From an optimization exercise on the open Yosys and OpenROAD flow, aimed at small area, a short achievable clock period and few clock cycles; shortcuts taken in it are not production practice.
Function was checked by simulation only, so behaviour that the tests miss may differ from the original.

the baseline:
// comp_step_engine
module comp_step_engine #(
    parameter int STATE_BYTES = 16,
    parameter int ROM_BYTES   = 82,
    parameter int ADDR_W      = 8,
    parameter int CNT_W       = 8
) (
    input  logic                     clk,
    input  logic                     rst,
    input  logic [8*ROM_BYTES-1:0]   rom,
    input  logic                     cmd_valid,
    output logic                     cmd_ready,
    input  logic [1:0]               cmd_op,
    input  logic                     cmd_rule,
    input  logic [ADDR_W-1:0]        cmd_addr,
    input  logic [CNT_W-1:0]         cmd_count,
    output logic                     busy,
    output logic                     done,
    output logic                     match,
    output logic                     err,
    output logic [8*STATE_BYTES-1:0] state_out
);
    localparam int N     = 8 * STATE_BYTES;
    localparam logic [1:0] OP_LOAD    = 2'd0;
    localparam logic [1:0] OP_STEP    = 2'd1;
    localparam logic [1:0] OP_COMPARE = 2'd2;
    logic             run_q;
    logic [N-1:0]     cells_q, cells_d;
    logic [CNT_W-1:0] rem_q, rem_d;
    logic             rule_q;
    logic             match_q;
    logic             done_q, done_d;
    logic             err_q;
    logic             accept, acc_load, acc_step, acc_cmp;
    logic [N-1:0]     window;
    assign cmd_ready = ~run_q;
    assign busy      = run_q;
    assign accept    = cmd_valid & ~run_q;
    assign acc_load  = accept & (cmd_op == OP_LOAD);
    assign acc_step  = accept & (cmd_op == OP_STEP);
    assign acc_cmp   = accept & (cmd_op == OP_COMPARE);
    assign done      = done_q;
    assign err       = err_q;
    assign match     = match_q;
    assign state_out = cells_q;
    localparam int W65 = 47, W4 = 31, W3 = 23, W2 = 19, W1 = 17;
    logic [8*W65-1:0] t65_n;
    logic [8*W4-1:0]  t4;
    logic [8*W3-1:0]  t3_n;
    logic [8*W2-1:0]  t2;
  ...
Size: about 150 flip-flops, about 810 I/O pins, ~36000 sq um of cells after synthesis.
Settings: LEC_CHECK=0, CAP_MARGIN=30, CELL_PAD_IN_SITES_DETAIL_PLACEMENT=1, CORE_MARGIN=2, CORE_UTILIZATION=35, SETUP_SLACK_MARGIN=4, SLEW_MARGIN=30, SYNTH_HIERARCHICAL=1; clock period 10.0 ns.
standard.sh (not shown) runs the stock make flow with config.mk's settings and CLKGATE_MAP_FILE= SYNTH_SCRIPT=/design/flow/synth_recipe.tcl, a recipe that flattens the netlist after the stock synthesis.
==> flow/flow/run.sh <==
#!/bin/bash
set -euo pipefail
work=$(pwd)
export FLOW_WORK="$work"
export FLOW_ABC_SCRIPT="$work/flow/area.abc"
bash "$work/standard.sh" SYNTH_SCRIPT="$work/flow/synth_wrap.tcl" \
  BUFFER_PORTS_ARGS="-buffer_cell sky130_fd_sc_hd__buf_1" MATCH_CELL_FOOTPRINT=0 finish > "$work/flow_make.log" 2>&1
==> flow/flow/area.abc <==
&get -n
&st
&dch
&nf -R 1000
&put
==> flow/flow/synth_wrap.tcl <==
proc abc {args} {
  set i [lsearch -exact $args -script]
  set area $args
  if { $i >= 0 } { lset area [expr {$i + 1}] $::env(FLOW_ABC_SCRIPT) }
  yosys abc {*}$args $::env(FLOW_TOP)
  yosys abc {*}$area $::env(FLOW_TOP) %n
}
source $::env(FLOW_WORK)/synth_recipe.tcl
Testbench counts of the baseline, summed over its fixed seeds: cycles 7,108.
Input changes introduced in the candidate (baseline for comparison: the baseline):
--- a/flow/design.v
+++ b/flow/design.v
@@ -128,14 +128,28 @@
             rem_d  = rem_q - CNT_W'(ar);
             done_d = (rem_q == CNT_W'(ar));
         end else begin
             rem_d  = cmd_count - CNT_W'(a0);
             done_d = accept & ~(acc_step & ~acc_clr & (cmd_count != CNT_W'(a0)));
         end
     end
+    logic [N-1:0]   eqb;
+    logic [N/4-1:0] eq4_n;
+    logic [N/8-1:0] eq8;
+    logic [N/32-1:0] eq32_n;
+    logic [N/64-1:0] eq64;
+    logic           same;
+    cse_xnor  #(.W(N))    u_eq   (.a(cells_q), .b(window), .y(eqb));
+    cse_nand4 #(.W(N/4))  u_eq4  (.a(eqb[0 +: N/4]), .b(eqb[N/4 +: N/4]),
+                                  .c(eqb[N/2 +: N/4]), .d(eqb[3*N/4 +: N/4]), .y(eq4_n));
+    cse_nor2  #(.W(N/8))  u_eq8  (.a(eq4_n[0 +: N/8]), .b(eq4_n[N/8 +: N/8]), .y(eq8));
+    cse_nand4 #(.W(N/32)) u_eq32 (.a(eq8[0 +: N/32]), .b(eq8[N/32 +: N/32]),
+                                  .c(eq8[N/16 +: N/32]), .d(eq8[3*N/32 +: N/32]), .y(eq32_n));
+    cse_nor2  #(.W(N/64)) u_eq64 (.a(eq32_n[0 +: N/64]), .b(eq32_n[N/64 +: N/64]), .y(eq64));
+    assign same = &eq64;
     logic       nrule;
     logic [3:0] nsel;
     assign nrule = run_q ? rule_q : cmd_rule;
     assign nsel  = gens(rem_d, nrule);
     always_ff @(posedge clk or posedge rst) begin
         if (rst) begin
             s4g_q   <= 1'b0;
@@ -163,15 +177,15 @@
             done_q  <= 1'b0;
             err_q   <= 1'b0;
         end else begin
             run_q   <= run_q ? ~done_d : (acc_step & ~done_d);
             cells_q <= cells_d;
             if (run_q || acc_step) rem_q <= rem_d;
             if (acc_step) rule_q <= cmd_rule;
-            if (acc_cmp) match_q <= (cells_q == window);
+            if (acc_cmp) match_q <= same;
             done_q  <= done_d;
             err_q   <= accept & (cmd_op == 2'd3);
         end
     end
 endmodule
 module cse_aoi2 #(parameter int W = 8) (
     input  logic [W-1:0] a, b,
@@ -219,14 +233,26 @@
 endmodule
 module cse_nand4 #(parameter int W = 8) (
     input  logic [W-1:0] a, b, c, d,
     output logic [W-1:0] y
 );
     assign y = ~(a & b & c & d);
 endmodule
+module cse_xnor #(parameter int W = 8) (
+    input  logic [W-1:0] a, b,
+    output logic [W-1:0] y
+);
+    assign y = ~(a ^ b);
+endmodule
+module cse_nor2 #(parameter int W = 8) (
+    input  logic [W-1:0] a, b,
+    output logic [W-1:0] y
+);
+    assign y = ~(a | b);
+endmodule
 module cse_nand2 #(parameter int W = 8) (
     input  logic [W-1:0] a,
     input  logic         s,
     output logic [W-1:0] y
 );
     assign y = ~(a & {W{s}});
 endmodule
==> results.txt <==
- The candidate vs. the baseline: time the final worst path needs with I/O delays and setup went up by 0.049 ns.
- Compared the candidate against the baseline; die area within noise.
- A highest-delay cell along the critical path of sky130_fd_sc_hd__nor4_1 is what the baseline shows, while sky130_fd_sc_hd__a222oi_1 belongs to the candidate.
- Note that the distinct cell type count of the synthesized netlist recorded for the baseline amounts to 0.891 times the value seen in the candidate.
- The worst setup timing slack at the placement stage of the candidate exceeds that of the baseline by 0.040 ns.
- When the candidate is set beside the baseline, its post-route met1 wirelength turns out to be about 1.1% larger.
- On fraction of the yosys area taken by sequential cells, the candidate and the baseline are neck and neck.
- Relative to the baseline, slack of the critical path has decreased by 0.049 ns in the candidate.
- Between the baseline and the candidate, the flow reports maximum clock frequency decreasing slightly.
Testbench counts of the candidate, summed over its fixed seeds: cycles 7,108.

==> port drivers added, routing unchanged <==
No port has a modelled driver above. Below, the same layouts with a new extraction and two added sets of constraints. Step 1: set_driving_cell puts a clkbuf_16 on clk and a buf_2 on each other input, an assumption about the parent block. Step 2 times the ports against the registers' clock, not the clock port: input delays grow and output delays shrink by t, the midpoint of the rising clock arrivals with the driver on. a / b / c = ideal / step 1 / step 2; a / b = the first two.
| run | shift t [ns] | setup WS [ns] | worst setup path after step 2 | latest minus earliest clock arrival (ns) |
|---|---|---|---|---|
| the baseline | 0.568 | 3.899 / 3.897 / 3.329 | input to register | 0.024 / 0.024 |
| the candidate | 0.564 | 3.851 / 3.891 / 3.327 | input to register | 0.018 / 0.018 |
After both steps every run listed still meets setup and hold. For the baseline, which loses most, drivers alone change the setup slack by -0.002 ns; drivers and shift together by -0.570 ns.
